This design comes from an exercise in tuning for small area, a short achievable clock period and few clock cycles per item on the open sky130 flow, not from production work.
Only simulation tests tie the RTL to the original design; equivalence was not proved.
Power and IR drop assume default switching activity.

==> flow/design.v, too long to show whole: its modules and the start of the top module <==
// module lbsm_divider: 49 lines
// module lbsm_fa: 10 lines
// module lbsm_pp123: 11 lines
// module lbsm_pp13: 9 lines
// module lbsm_pp23: 9 lines
// module lbsm_pp3: 7 lines
// module lbsm_mac: 429 lines
// module lattice_bond_site_mapper: 308 lines
module lattice_bond_site_mapper #(
   parameter int MAX_EXTENT = 256
) (
   input  logic                               clock,
   input  logic                               reset,
   input  logic                               req_valid,
   output logic                               req_ready,
   input  logic [lbsm_pkg::CELL_W-1:0]        req_cell_x,
   input  logic [lbsm_pkg::CELL_W-1:0]        req_cell_y,
   input  logic [lbsm_pkg::CELL_W-1:0]        req_cell_z,
   input  logic signed [lbsm_pkg::OFF_W-1:0]  req_src_dx,
   input  logic signed [lbsm_pkg::OFF_W-1:0]  req_src_dy,
   input  logic signed [lbsm_pkg::OFF_W-1:0]  req_src_dz,
   input  logic [lbsm_pkg::LOCAL_W-1:0]       req_src_local,
   input  logic signed [lbsm_pkg::OFF_W-1:0]  req_tgt_dx,
   input  logic signed [lbsm_pkg::OFF_W-1:0]  req_tgt_dy,
   input  logic signed [lbsm_pkg::OFF_W-1:0]  req_tgt_dz,
   input  logic [lbsm_pkg::LOCAL_W-1:0]       req_tgt_local,
   output logic                               rsp_valid,
   input  logic                               rsp_ready,
   output logic                               rsp_connected,
   output logic [lbsm_pkg::SITE_W-1:0]        rsp_src_site,
   output logic [lbsm_pkg::SITE_W-1:0]        rsp_tgt_site,
   output logic                               rsp_flip_x,
   output logic                               rsp_flip_y,
   output logic                               rsp_flip_z,
   output logic [lbsm_pkg::DIMS-1:0]          rsp_src_outside,
   output logic [lbsm_pkg::DIMS-1:0]          rsp_tgt_outside,
   input  logic                               csr_write_en,
   input  logic [lbsm_pkg::CSR_IDX_W-1:0]     csr_index,
   input  logic [lbsm_pkg::CSR_DATA_W-1:0]    csr_wdata
);
  // ...
==> flow/run.sh <==
#!/bin/bash
# synth_recipe.tcl (not shown) runs the flow's synth.tcl, then flattens the netlist and writes it again
# the make line also repeats each setting of config.mk as NAME=value (left out here)
make -C /OpenROAD-flow-scripts/flow DESIGN_CONFIG=/design/flow/config.mk WORK_HOME=/design/flow/orfs CLKGATE_MAP_FILE= SYNTH_SCRIPT=/design/flow/synth_recipe.tcl finish
==> flow/config.mk <==
export PLATFORM = sky130hd
export DESIGN_NAME = lattice_bond_site_mapper
export DESIGN_NICKNAME = lattice_bond_site_mapper
export VERILOG_FILES = /design/flow/design.v
export SDC_FILE = /design/flow/constraint.sdc
export NUM_CORES = 4
export LEC_CHECK = 0
export CAP_MARGIN = 20
export CELL_PAD_IN_SITES_DETAIL_PLACEMENT = 1
export CELL_PAD_IN_SITES_GLOBAL_PLACEMENT = 1
export CORE_MARGIN = 2
export CORE_UTILIZATION = 40
export CTS_BUF_LIST = sky130_fd_sc_hd__clkbuf_4 sky130_fd_sc_hd__clkbuf_8
export PLACE_DENSITY = 0.55
export SLEW_MARGIN = 20
export SYNTH_HIERARCHICAL = 1
export SYNTH_MINIMUM_KEEP_SIZE = 0
==> flow/constraint.sdc <==
create_clock -name core_clock -period 10.0 [get_ports {clock}]
set_input_delay 2.0000 -clock core_clock [delete_from_list [all_inputs] [get_ports {clock}]]
set_output_delay 2.0000 -clock core_clock [all_outputs]
set_load 0.01 [all_outputs]
==> flow_metrics.tcl, run 1 <==
set metrics [dict create \
    core_region_area_um2 119000 \
    layout.area.seq_um2 16600 \
    top_power_group "combinational logic" \
    p_seq_share_pct 34.4 \
    largest_net_degree_at_the_start_of_global_routing 114 \
    gr-usage-met2_pct 43.5 \
    numClockSinks 639 \
    min_path_cells 0 \
    fmax_mhz 223 \
    worst-slew-pin-transition_ps 1150 \
    run_status "no timing/DRC/antenna violations" \
    critical_path.reg2reg.startpoint "ext_ff[9]$_SDFFE_PP1P_" \
    power.static_leakage_nw 19.4 \
    die_w_um 350 \
    power.share.clock_pct 26.1 \
    gp_routability_congestion 0.880 \
    stdcell_area_um2 53100 \
    synth_compound_gate_area_share_pct 16.7 \
    p_clk_mw 2.93 \
    synthXorXnorAreaFrac_pct 2.63 \
    drc_errors 0 \
    timing.reg2reg.worst_path_depth 11 \
    final_common_cell "fa_1" \
    total_nets_final 5229 \
    timing_hold_violations_final 0 \
    fillCellCount 13002 \
    synth_simple_gate_area_share_pct 9.46 \
    cts-root-to-sink-buffers 3 \
    postRouteAntennaNets 0 \
    worst_path_max_delay_cell "dfxtp_1" \
    rows 127 \
    netlist_top_cells_area "edfxtp_1 24%, fa_1 18%, dfxtp_1 11%" \
    netSwitchingFraction_pct 40.4 \
    final.setup.tns_ps 0 \
    dominant_combinational_cell_family_by_area_after_synthesis "adder cells" \
    path_class "flip-flop to flip-flop" \
    grt-busiest-layer "met2" \
    buf_share_pct 3.77 \
    groute.layer.met1.usage_pct 34.7 \
    half_perimeter_wire_length_after_placement_um 117000 \
    area_share_clock_buf_inv_pct 5.18 \
    vias_per_cell 5.76 \
    signal_buffers 210 \
    setup.worst_path.end "s0_moved$_SDFFCE_PN1P_" \
]
Testbench counts, summed over its fixed seeds: cycles 19,440, bonds 19,200.
==> module lbsm_divider, before the edit <==
module lbsm_divider (
   input  logic signed [lbsm_pkg::COORD_W-1:0] coord,
   input  logic [lbsm_pkg::SIZE_W-1:0]         extent,
   output logic signed [lbsm_pkg::COORD_W-1:0] next,
   output logic                                moved
);
   localparam int CW = lbsm_pkg::COORD_W;
   logic [CW-1:0] ne;                   
   logic [CW-1:0] down;                 
   logic [4:0]    dc;                   
   logic [3:0]    mc0, mc1, hc0, hc1;   
   logic [2:0]    ms0, ms1, hs0, hs1;
   logic          mcy;                  
   logic [5:0]    uc;                   
   logic [4:0]    us;
   logic [3:0]    uh;                   
   logic [CW-1:0] up;                   
   logic          below, above;
   assign ne = ~{1'b0, extent};
   assign dc[0]  = 1'b1;
   assign mc0[0] = 1'b0;
   assign mc1[0] = 1'b1;
   assign hc0[0] = 1'b0;
   assign hc1[0] = 1'b1;
   for (genvar i = 0; i < 4; i++) begin : g_down_lo
      lbsm_fa u_fa (.a(coord[i]), .b(ne[i]), .c(dc[i]), .s(down[i]), .co(dc[i+1]));
   end
   for (genvar i = 0; i < 3; i++) begin : g_down_mid
      lbsm_fa u_fa0 (.a(coord[i+4]), .b(ne[i+4]), .c(mc0[i]), .s(ms0[i]), .co(mc0[i+1]));
      lbsm_fa u_fa1 (.a(coord[i+4]), .b(ne[i+4]), .c(mc1[i]), .s(ms1[i]), .co(mc1[i+1]));
   end
   for (genvar i = 0; i < 3; i++) begin : g_down_hi
      lbsm_fa u_fa0 (.a(coord[i+7]), .b(ne[i+7]), .c(hc0[i]), .s(hs0[i]), .co(hc0[i+1]));
      lbsm_fa u_fa1 (.a(coord[i+7]), .b(ne[i+7]), .c(hc1[i]), .s(hs1[i]), .co(hc1[i+1]));
   end
   assign down[6:4]    = dc[4] ? ms1 : ms0;
   assign mcy          = dc[4] ? mc1[3] : mc0[3];
   assign down[CW-1:7] = mcy ? hs1 : hs0;
   assign uc[0] = 1'b0;
   for (genvar i = 0; i < 5; i++) begin : g_up
      lbsm_fa u_fa (.a(extent[i]), .b(coord[i]), .c(uc[i]), .s(us[i]), .co(uc[i+1]));
   end
   assign uh = extent[8:5] - 4'd1;
   assign up = {uc[5] ? {1'b0, extent[8:5]} : {(extent[8:5] == 4'd0), uh}, us};
   assign below = coord[CW-1];
   assign above = !down[CW-1];
   assign moved = below | above;
   assign next  = below ? up : (above ? down : coord);
endmodule
==> inputs of run 2 (changes only) <==
--- a/flow/design.v
+++ b/flow/design.v
@@ -31,8 +31,3 @@
    localparam int CW = lbsm_pkg::COORD_W;
-   logic [CW-1:0] ne;                   
    logic [CW-1:0] down;                 
-   logic [4:0]    dc;                   
-   logic [3:0]    mc0, mc1, hc0, hc1;   
-   logic [2:0]    ms0, ms1, hs0, hs1;
-   logic          mcy;                  
    logic [5:0]    uc;                   
@@ -42,22 +37,3 @@
    logic          below, above;
-   assign ne = ~{1'b0, extent};
-   assign dc[0]  = 1'b1;
-   assign mc0[0] = 1'b0;
-   assign mc1[0] = 1'b1;
-   assign hc0[0] = 1'b0;
-   assign hc1[0] = 1'b1;
-   for (genvar i = 0; i < 4; i++) begin : g_down_lo
-      lbsm_fa u_fa (.a(coord[i]), .b(ne[i]), .c(dc[i]), .s(down[i]), .co(dc[i+1]));
-   end
-   for (genvar i = 0; i < 3; i++) begin : g_down_mid
-      lbsm_fa u_fa0 (.a(coord[i+4]), .b(ne[i+4]), .c(mc0[i]), .s(ms0[i]), .co(mc0[i+1]));
-      lbsm_fa u_fa1 (.a(coord[i+4]), .b(ne[i+4]), .c(mc1[i]), .s(ms1[i]), .co(mc1[i+1]));
-   end
-   for (genvar i = 0; i < 3; i++) begin : g_down_hi
-      lbsm_fa u_fa0 (.a(coord[i+7]), .b(ne[i+7]), .c(hc0[i]), .s(hs0[i]), .co(hc0[i+1]));
-      lbsm_fa u_fa1 (.a(coord[i+7]), .b(ne[i+7]), .c(hc1[i]), .s(hs1[i]), .co(hc1[i+1]));
-   end
-   assign down[6:4]    = dc[4] ? ms1 : ms0;
-   assign mcy          = dc[4] ? mc1[3] : mc0[3];
-   assign down[CW-1:7] = mcy ? hs1 : hs0;
+   assign down = coord - $signed({1'b0, extent});
    assign uc[0] = 1'b0;
==> run 2 against run 1 <==
Highest routed layer unchanged. Hold slack better by 11 ps. Via count is 2.9% higher. Critical endpoint is now rsp_src_site_ff[28]$_SDFFCE_PN0P_. Critical path type unchanged. Fmax is 1.4% higher. Still clean on timing, DRC and antenna. Die area is 0.44% lower. Clock power hardly changed.
==> flow_metrics.tcl, run 2 <==
set metrics [dict create \
    run_status "no timing/DRC/antenna violations" \
    path_class "flip-flop to flip-flop" \
    num_io_pins 163 \
    synth_compound_gate_area_share_pct 18.2 \
    total_via_count_after_detailed_routing 36562 \
    muxShareOfSynthArea_pct 3.41 \
    dominant_combinational_cell_family_by_area_after_synthesis "adder cells" \
    critical_path_arrival_ps 4990 \
    initial_utilization_pct 40.4 \
    routed.top_layer "met5" \
    gp_routability_congestion 0.891 \
    combPwrFrac_pct 41.6 \
    min_period_over_period_pct 44.2 \
    wl_met3_um 10100 \
    core_region_area_um2 118000 \
    post_synth_most_frequent_cells "436 x inv_1, 377 x edfxtp_1, 353 x fa_1, 352 x a222oi_1, 345 x nand2_1" \
    power-per-cell-area_nw_per_um2 220 \
    worstSkewPairLatency_ps 890 \
    sequential_fraction_of_the_synthesis_area_pct 34.7 \
    synth_largest_type_area_fraction_pct 23.7 \
    final_period_minus_worst_setup_slack_ps 4420 \
    worst-endpoint-required_ps 10570 \
    synth_simple_gate_area_share_pct 10.3 \
    cts_buffers 130 \
    timing.final.ws_setup_ps 5580 \
    netSwitchingFraction_pct 41.4 \
    postCtsHoldBufs 0 \
    cpMostUsedCell "a211oi_1" \
    die_h_um 350 \
    power.static_leakage_nw 19.2 \
    post_synth_edffs 377 \
    p_seq_share_pct 33.2 \
    syn_area_um2 47800 \
    timing_hold_violations_final 0 \
    grt_use_total_pct 26.5 \
    routedWlPerCell_um 26.2 \
    area_growth_syn_to_layout_pct 10.3 \
    grt_residual_overflow 0 \
    post_synth.cell_area_avg_um2 10.7 \
    numClockSinks 639 \
    worst_setup_path_end_kind "flip-flop" \
    post_cts_resized 0 \
    grt_antenna_before_repair 7 \
    vias_per_cell 5.91 \
    fmax_mhz 226 \
    type_of_the_worst_min_delay_path "flip-flop to flip-flop" \
    worst_hold_slack_ps 427 \
    dpl-instance-area_um2 49900 \
    final_layout_size_suffix_gt1_share_pct 12.0 \
    netlist_instances 4474 \
    dpl.cell_count 5936 \
    max_slew_violation_count 0 \
    timing.hold.worst.start "s1_flip[0]$_DFFE_PP_" \
    half_perimeter_wire_length_after_placement_um 120000 \
    crit_fanout 4 \
    cts-root-to-sink-buffers 3 \
    htreeDepth 4 \
    first_pass_iters 11 \
    synthXorXnorAreaFrac_pct 3.15 \
    total_die_area_um2 122000 \
    layout_common_cells "435 x inv_1, 377 x edfxtp_1, 353 x fa_1" \
    final.setup.tns_ps 0 \
    drc_errors 0 \
    synth_most_common_cell "inv_1" \
    cts-root-buf "clkbuf_8" \
    die_w_um 350 \
    timing.clock.skew_ps 46.8 \
    net-switching-power_mw 4.79 \
    timing.critical_path.cells "fa_1, inv_1, ha_1, a211oi_1, o21a_1, o31ai_2, a32o_1, a211oi_2, a211oi_1, o31ai_1, a21o_1, a21oi_1" \
    worst-slew-pin-transition_ps 1130 \
    final_common_cell "inv_1" \
    first_global_vias 38649 \
    yosys_warnings 8 \
    initialDrtViolationCount 4102 \
    total_nets_final 5288 \
    worst_slew_margin_rel_pct 24.7 \
    numPortBuffers 162 \
    report.power.total_mw 11.6 \
    wl_met1_um 71200 \
    yosys.cell_types.count 83 \
    postSynth.asyncResetShare_pct 0 \
    vdd.ir_drop.worst_v 0.000124 \
    total_wirelength_of_the_detailed_routed_design_um 162000 \
    cpLargestDelayFamily "compound AO/OA/AOI/OAI gates" \
    place_ws_ps 4750 \
    rows 126 \
    largest_net_degree_at_the_start_of_global_routing 73 \
    clock_tree_from_tritoncts "done" \
    critPathBufInv 1 \
    clk_transition_reported_paths_ps 60 \
    cts_setup_buffers 0 \
    postRouteAntennaNets 0 \
    worst_path_max_delay_cell "fa_1" \
    layoutNonFillerInstCount 6184 \
    netlist_top_cells_area "edfxtp_1 24%, fa_1 15%, dfxtp_1 11%" \
    yosys_register_bits 639 \
    rsz0062_at_grt "false" \
    maxCapViolCount 0 \
    ys_dominant_reg_cell "edfxtp_1" \
    synthDominantAreaCellType "edfxtp_1" \
    timing.final.setup_violations 0 \
    stdcell_area_um2 52700 \
    fin_util_pct 44.6 \
    beginning_of_the_critical_path "s2_row0_n[2]$_DFFE_PP_" \
    power.internal_mw 6.79 \
    synth_fa_ha_area_share_pct 23.0 \
    worst_path_largest_cell_delay_ps 640 \
    power.share.clock_pct 25.2 \
    worst_setup_path_start_kind "flip-flop" \
    routed-wl-met2_um 76900 \
    critical_path.reg2reg.startpoint "s2_row0_n[2]$_DFFE_PP_" \
    grt_first_pass_wirelength_um 245000 \
]
==> run 2: changes by cell type after synthesis, sizes merged, moves of 19 or more <==
cell,change
ha,+60
nor2,+34
o21ai,-38
inv,+29
mux2i,-36
fa,-90
xor2,+19
or3,+26
a22oi,+19
a21oi,+70
==> run 2: path summary, 6_finish.rpt <==
| path | end | slack, ps | cells past startpoint |
|---|---|---|---|
| min | s2_flip[0]$_DFFE_PP_ | 430 | 0 |
| max | rsp_src_site_ff[28]$_SDFFCE_PN0P_ | 5580 | 12 |
| min reg2reg | s2_flip[0]$_DFFE_PP_ | 430 | 0 |
| max reg2reg | rsp_src_site_ff[28]$_SDFFCE_PN0P_ | 5580 | 12 |
==> run 2: cell families (layout without fill, tap and decap cells) <==
kind of cell	after synthesis	in the layout
other	8	14
buffers and inverters	730	898
AO/OA/AOI/OAI	1107	1107
flip-flops	639	639
XOR/XNOR	172	172
multiplexers	151	151
adder cells (fa/ha/maj)	665	665
AND/OR/NAND/NOR	1002	1002
==> run 2: power by group through the flow <==
stage          Sequential [mW]  Clock [mW]  Combinational, mW
2_1_floorplan             3.69           0               3.61
3_3_place_gp              3.87           0               4.74
3_5_place_dp              3.88           0               4.78
4_1_cts                   3.83        3.02               4.82
5_1_grt                   3.89        3.13               5.32
6_report                  3.84        2.92               4.81
==> run 2: area by class of cell <==
cell class                 instances  area (um2)
clock buffer                     193        2320
antenna                            6        15.0
timing repair buffer             205        1940
inverter                         451        1700
tap                             1536        1920
sequential                       639       16600
clock inverter                    49         419
multi-input combinational       3105       27800
fill                           12867       65600
==> run 2: worst reg2reg max path, stage by stage (launching register included) <==
cell      delay, ps
edfxtp_1        440
fa_1            640
inv_1            60
ha_1            310
a211oi_1        350
o21a_1          250
o31ai_2         190
a32o_1          390
a211oi_2        500
a211oi_1        200
o31ai_1         570
a21o_1          200
a21oi_1          60
==> run 2: Yosys stat by module, one instance, submodules excluded <==
| module | times used | cells inside |
|---|---|---|
| lbsm_divider | 6 | 99 |
| lbsm_pp23 | 22 | 1 |
| lbsm_pp13 | 24 | 1 |
| lattice_bond_site_mapper | 1 | 2708 |
| lbsm_pp3 | 14 | 1 |
| lbsm_pp123 | 352 | 1 |
| lbsm_mac | 2 | 212 |
| lbsm_fa | 336 | 1 |
==> run 2: routing by layer <==
layer / vias to the layer above / track usage, %
li1: 16509 / -
met1: 18446 / 35.4
met2: 1347 / 43.9
met3: 256 / 4.34
met4: 4 / 8.32
met5: - / 0
Testbench counts of run 2, summed over its fixed seeds: cycles 19,440, bonds 19,200.
==> inputs of run 3 (changes only) <==
--- a/flow/config.mk
+++ b/flow/config.mk
@@ -12,3 +12,5 @@
 export CORE_UTILIZATION = 40
-export CTS_BUF_LIST = sky130_fd_sc_hd__clkbuf_4 sky130_fd_sc_hd__clkbuf_8
+export CTS_BUF_LIST = sky130_fd_sc_hd__clkbuf_16
+export CTS_CLUSTER_DIAMETER = 80
+export CTS_CLUSTER_SIZE = 24
 export PLACE_DENSITY = 0.55
==> run 3 against run 2 <==
Non-clock buffer count unchanged. Wire length down 1.3%. Power down 5.5%. Sequential cell count unchanged. Setup slack worse by 61 ps. Sequential share of layout area up 0.56 points. First-iteration DRC count up 1.3%. Cell count down 2.5%. Clock skew down 13 ps. Via count down 1.6%. Critical path type is now input pin to flip-flop. Critical endpoint is now s0_far$_SDFFE_PP0N_.
==> flow_metrics.tcl, run 3 <==
set metrics [dict create \
    area_growth_syn_to_layout_pct 8.41 \
    dpl-instance-area_um2 49900 \
    max_slew_violation_count 0 \
    initial_utilization_pct 40.4 \
    post_cts_resized 0 \
    min_period_over_period_pct 44.8 \
    run_status "no timing/DRC/antenna violations" \
    stdcell_area_um2 51800 \
    core_region_area_um2 118000 \
    worst_setup_path_end_kind "flip-flop" \
    grt_antenna_before_repair 5 \
    grt_residual_overflow 0 \
    half_perimeter_wire_length_after_placement_um 120000 \
    crit_fanout 15 \
    gp_routability_congestion 0.891 \
    ys_dominant_reg_cell "edfxtp_1" \
    cts-root-buf "clkbuf_16" \
    synthDominantAreaCellType "edfxtp_1" \
    drc_errors 0 \
    power.static_leakage_nw 18.7 \
    clk_transition_reported_paths_ps 90 \
    cts_buffers 49 \
    gr-usage-met2_pct 43.9 \
    global_route.usage.met3_pct 2.99 \
    worst-slew-pin-transition_ps 1170 \
    synth_most_common_cell "inv_1" \
    type_of_the_worst_min_delay_path "flip-flop to flip-flop" \
    total_via_count_after_detailed_routing 35973 \
    timing.final.setup_violations 0 \
    rsz0062_at_grt "false" \
    fillCellCount 12843 \
    postRouteAntennaNets 0 \
    timing_hold_violations_final 0 \
    post_synth_most_frequent_cells "436 x inv_1, 377 x edfxtp_1, 353 x fa_1, 352 x a222oi_1, 345 x nand2_1" \
    postCtsHoldBufs 0 \
    timing.final.ws_setup_ps 5520 \
    numPortBuffers 162 \
    total_die_area_um2 122000 \
    num_io_pins 163 \
    routedWlPerCell_um 26.5 \
    timing.clock.skew_ps 33.4 \
    sequential_fraction_of_the_synthesis_area_pct 34.7 \
    total_wirelength_of_the_detailed_routed_design_um 160000 \
    die_h_um 350 \
    total_nets_final 5207 \
    synth_largest_type_area_fraction_pct 23.7 \
    grt_use_total_pct 26.0 \
    final_layout_size_suffix_gt1_share_pct 9.42 \
    path_class "input pin to flip-flop" \
    numClockSinks 639 \
    place_ws_ps 4750 \
    netlist_top_cells_area "edfxtp_1 24%, fa_1 15%, dfxtp_1 11%" \
    first_global_vias 37738 \
    first_pass_iters 13 \
    vdd.ir_drop.worst_v 0.000137 \
    die_w_um 350 \
    vias_per_cell 5.97 \
    post_synth_edffs 377 \
    grt-busiest-layer "met2" \
    netlist_instances 4474 \
    final.setup.tns_ps 0 \
    worst-endpoint-required_ps 10560 \
    power-per-cell-area_nw_per_um2 211 \
    final_common_cell "inv_1" \
    rows 126 \
    report.power.total_mw 10.9 \
    yosys_register_bits 639 \
    grt_first_pass_wirelength_um 242000 \
    critical_path_arrival_ps 5050 \
    fmax_mhz 223 \
    yosys_warnings 8 \
    largest_net_degree_at_the_start_of_global_routing 73 \
    maxCapViolCount 0 \
    worstSkewPairLatency_ps 690 \
    htreeDepth 2 \
    layout_common_cells "436 x inv_1, 377 x edfxtp_1, 353 x fa_1" \
    worst_setup_path_start_kind "input pin" \
    initialDrtViolationCount 4156 \
    groute.layer.met1.usage_pct 35.5 \
    yosys.cell_types.count 83 \
    layoutNonFillerInstCount 6030 \
    postSynth.asyncResetShare_pct 0 \
    cts-root-to-sink-buffers 3 \
    cts_setup_buffers 0 \
    post_synth.cell_area_avg_um2 10.7 \
    dpl.cell_count 5936 \
    syn_area_um2 47800 \
    worst_slew_margin_rel_pct 22.1 \
    final_period_minus_worst_setup_slack_ps 4480 \
    clock_tree_from_tritoncts "done" \
]
==> run 3: changes by cell type in the layout (fill, tap and decap cells not counted), moves of 3 or more <==
| cell | previous run | this run |
|---|---|---|
| inv_16 | 0 | 3 |
| clkbuf_4 | 53 | 0 |
| clkinvlp_4 | 4 | 1 |
| inv_8 | 5 | 8 |
| clkinv_2 | 13 | 2 |
| bufinv_16 | 5 | 1 |
| clkinv_1 | 25 | 10 |
| clkbuf_16 | 0 | 52 |
| clkinv_8 | 1 | 8 |
| diode_2 | 6 | 2 |
| inv_12 | 0 | 7 |
| clkbuf_8 | 140 | 0 |
==> run 3: critical path, cell delays in order <==
cell and delay (ps):
clkdlybuf4s50_1 740, xor2_1 280, ha_1 320, nor2b_1 140
o21a_1 170, o21a_1 160, o221ai_1 330, o221ai_1 320
nor3_1 210, a41oi_1 160, nand2_1 120, a21boi_0 90
==> run 3: routing by layer <==
layer  vias to the layer above  share of wire [%]
met3                       206                6.0
met4                         2                2.2
met1                     18224                 44
li1                      16305                  -
met5                         -             0.0069
met2                      1236                 48
==> run 3: power by group <==
group,internal (mW),switching [mW]
registers,3.36,0.474
clock network,1.07,1.23
logic,1.78,3.02
total,6.21,4.72
==> run 3: per-module statistics from Yosys, one instance, submodules excluded <==
module / flops+latches / cell area (um2) / cells
lattice_bond_site_mapper: 639 / 29800 / 2708
lbsm_mac: 0 / 1450 / 212
lbsm_divider: 0 / 688 / 99
lbsm_fa: 0 / 20.0 / 1
lbsm_pp13: 0 / 12.5 / 1
lbsm_pp23: 0 / 12.5 / 1
lbsm_pp123: 0 / 10.0 / 1
lbsm_pp3: 0 / 3.75 / 1
==> run 3: logic make-up after synthesis <==
| kind of cell | share of synthesized area (%) |
|---|---|
| multiplexers | 3.41 |
| other | 0.0629 |
| AND/OR/NAND/NOR | 10.3 |
| XOR/XNOR | 3.15 |
| adder cells (fa/ha/maj) | 23.0 |
| AO/OA/AOI/OAI | 18.2 |
| buffers and inverters | 7.17 |
| flip-flops | 34.7 |
==> run 3: area by class of cell <==
cell class | instances | area, um2 | area share, %
antenna | 2 | 5.00 | 0.00967
clock buffer | 52 | 1300 | 2.51
multi-input combinational | 3105 | 27800 | 53.7
tap | 1536 | 1920 | 3.71
sequential | 639 | 16600 | 32.0
inverter | 451 | 1700 | 3.28
clock inverter | 40 | 538 | 1.04
timing repair buffer | 205 | 1940 | 3.75
==> run 3: worst paths after layout <==
check | start | end | slack, ps | cells after the start
setup reg to reg | s2_row0_n[32]$_DFFE_PP_ | rowb_ff[12]$_SDFFE_PP0P_ | 5540 | 12
hold / removal | s1_flip[0]$_DFFE_PP_ | s2_flip[0]$_DFFE_PP_ | 430 | 0
hold reg to reg | s1_flip[0]$_DFFE_PP_ | s2_flip[0]$_DFFE_PP_ | 430 | 0
setup / recovery | req_src_dy[4] | s0_far$_SDFFE_PP0N_ | 5520 | 12
==> run 3: per-stage QoR <==
stage | hold WS, ps | utilization, %
after global routing | 447 | 43.8
after detailed placement | 411 | 42.2
after global placement | 404 | 42.2
after CTS | 433 | 43.8
final | 430 | 43.8
after floorplan | 400 | -

-- port drivers added, routing unchanged --
No port has a modelled driver above. Below, the same layouts with a new extraction and two added sets of constraints. Step 1, drivers: a clkbuf_16 drives clock and a buf_2 each remaining input, both assumed. Step 2 adds t to the input delays and takes it off the output delays; t is the mean of the earliest and latest rising clock arrival at the registers after step 1. Input paths then give back, and output paths get back, about the clock's delay inside the block. a / b / c = ideal ports / drivers / drivers and shift; a / b = the first two.
| run | t, ns | setup slack, ns | clock arrival spread, ns | slew at the worst register clock pin (ns) |
|---|---|---|---|---|
| run 1 | 0.921 | 5.518 / 5.518 / 4.677 | 0.054 / 0.054 | 0.07 / 0.07 |
| run 2 | 0.934 | 5.579 / 5.579 / 4.844 | 0.047 / 0.047 | 0.07 / 0.07 |
| run 3 | 0.746 | 5.518 / 5.540 / 4.826 | 0.037 / 0.036 | 0.10 / 0.10 |
After both steps every run listed still meets setup and hold. For run 1, which loses most, drivers alone change the setup slack by 0.000 ns; drivers and shift together by -0.841 ns.
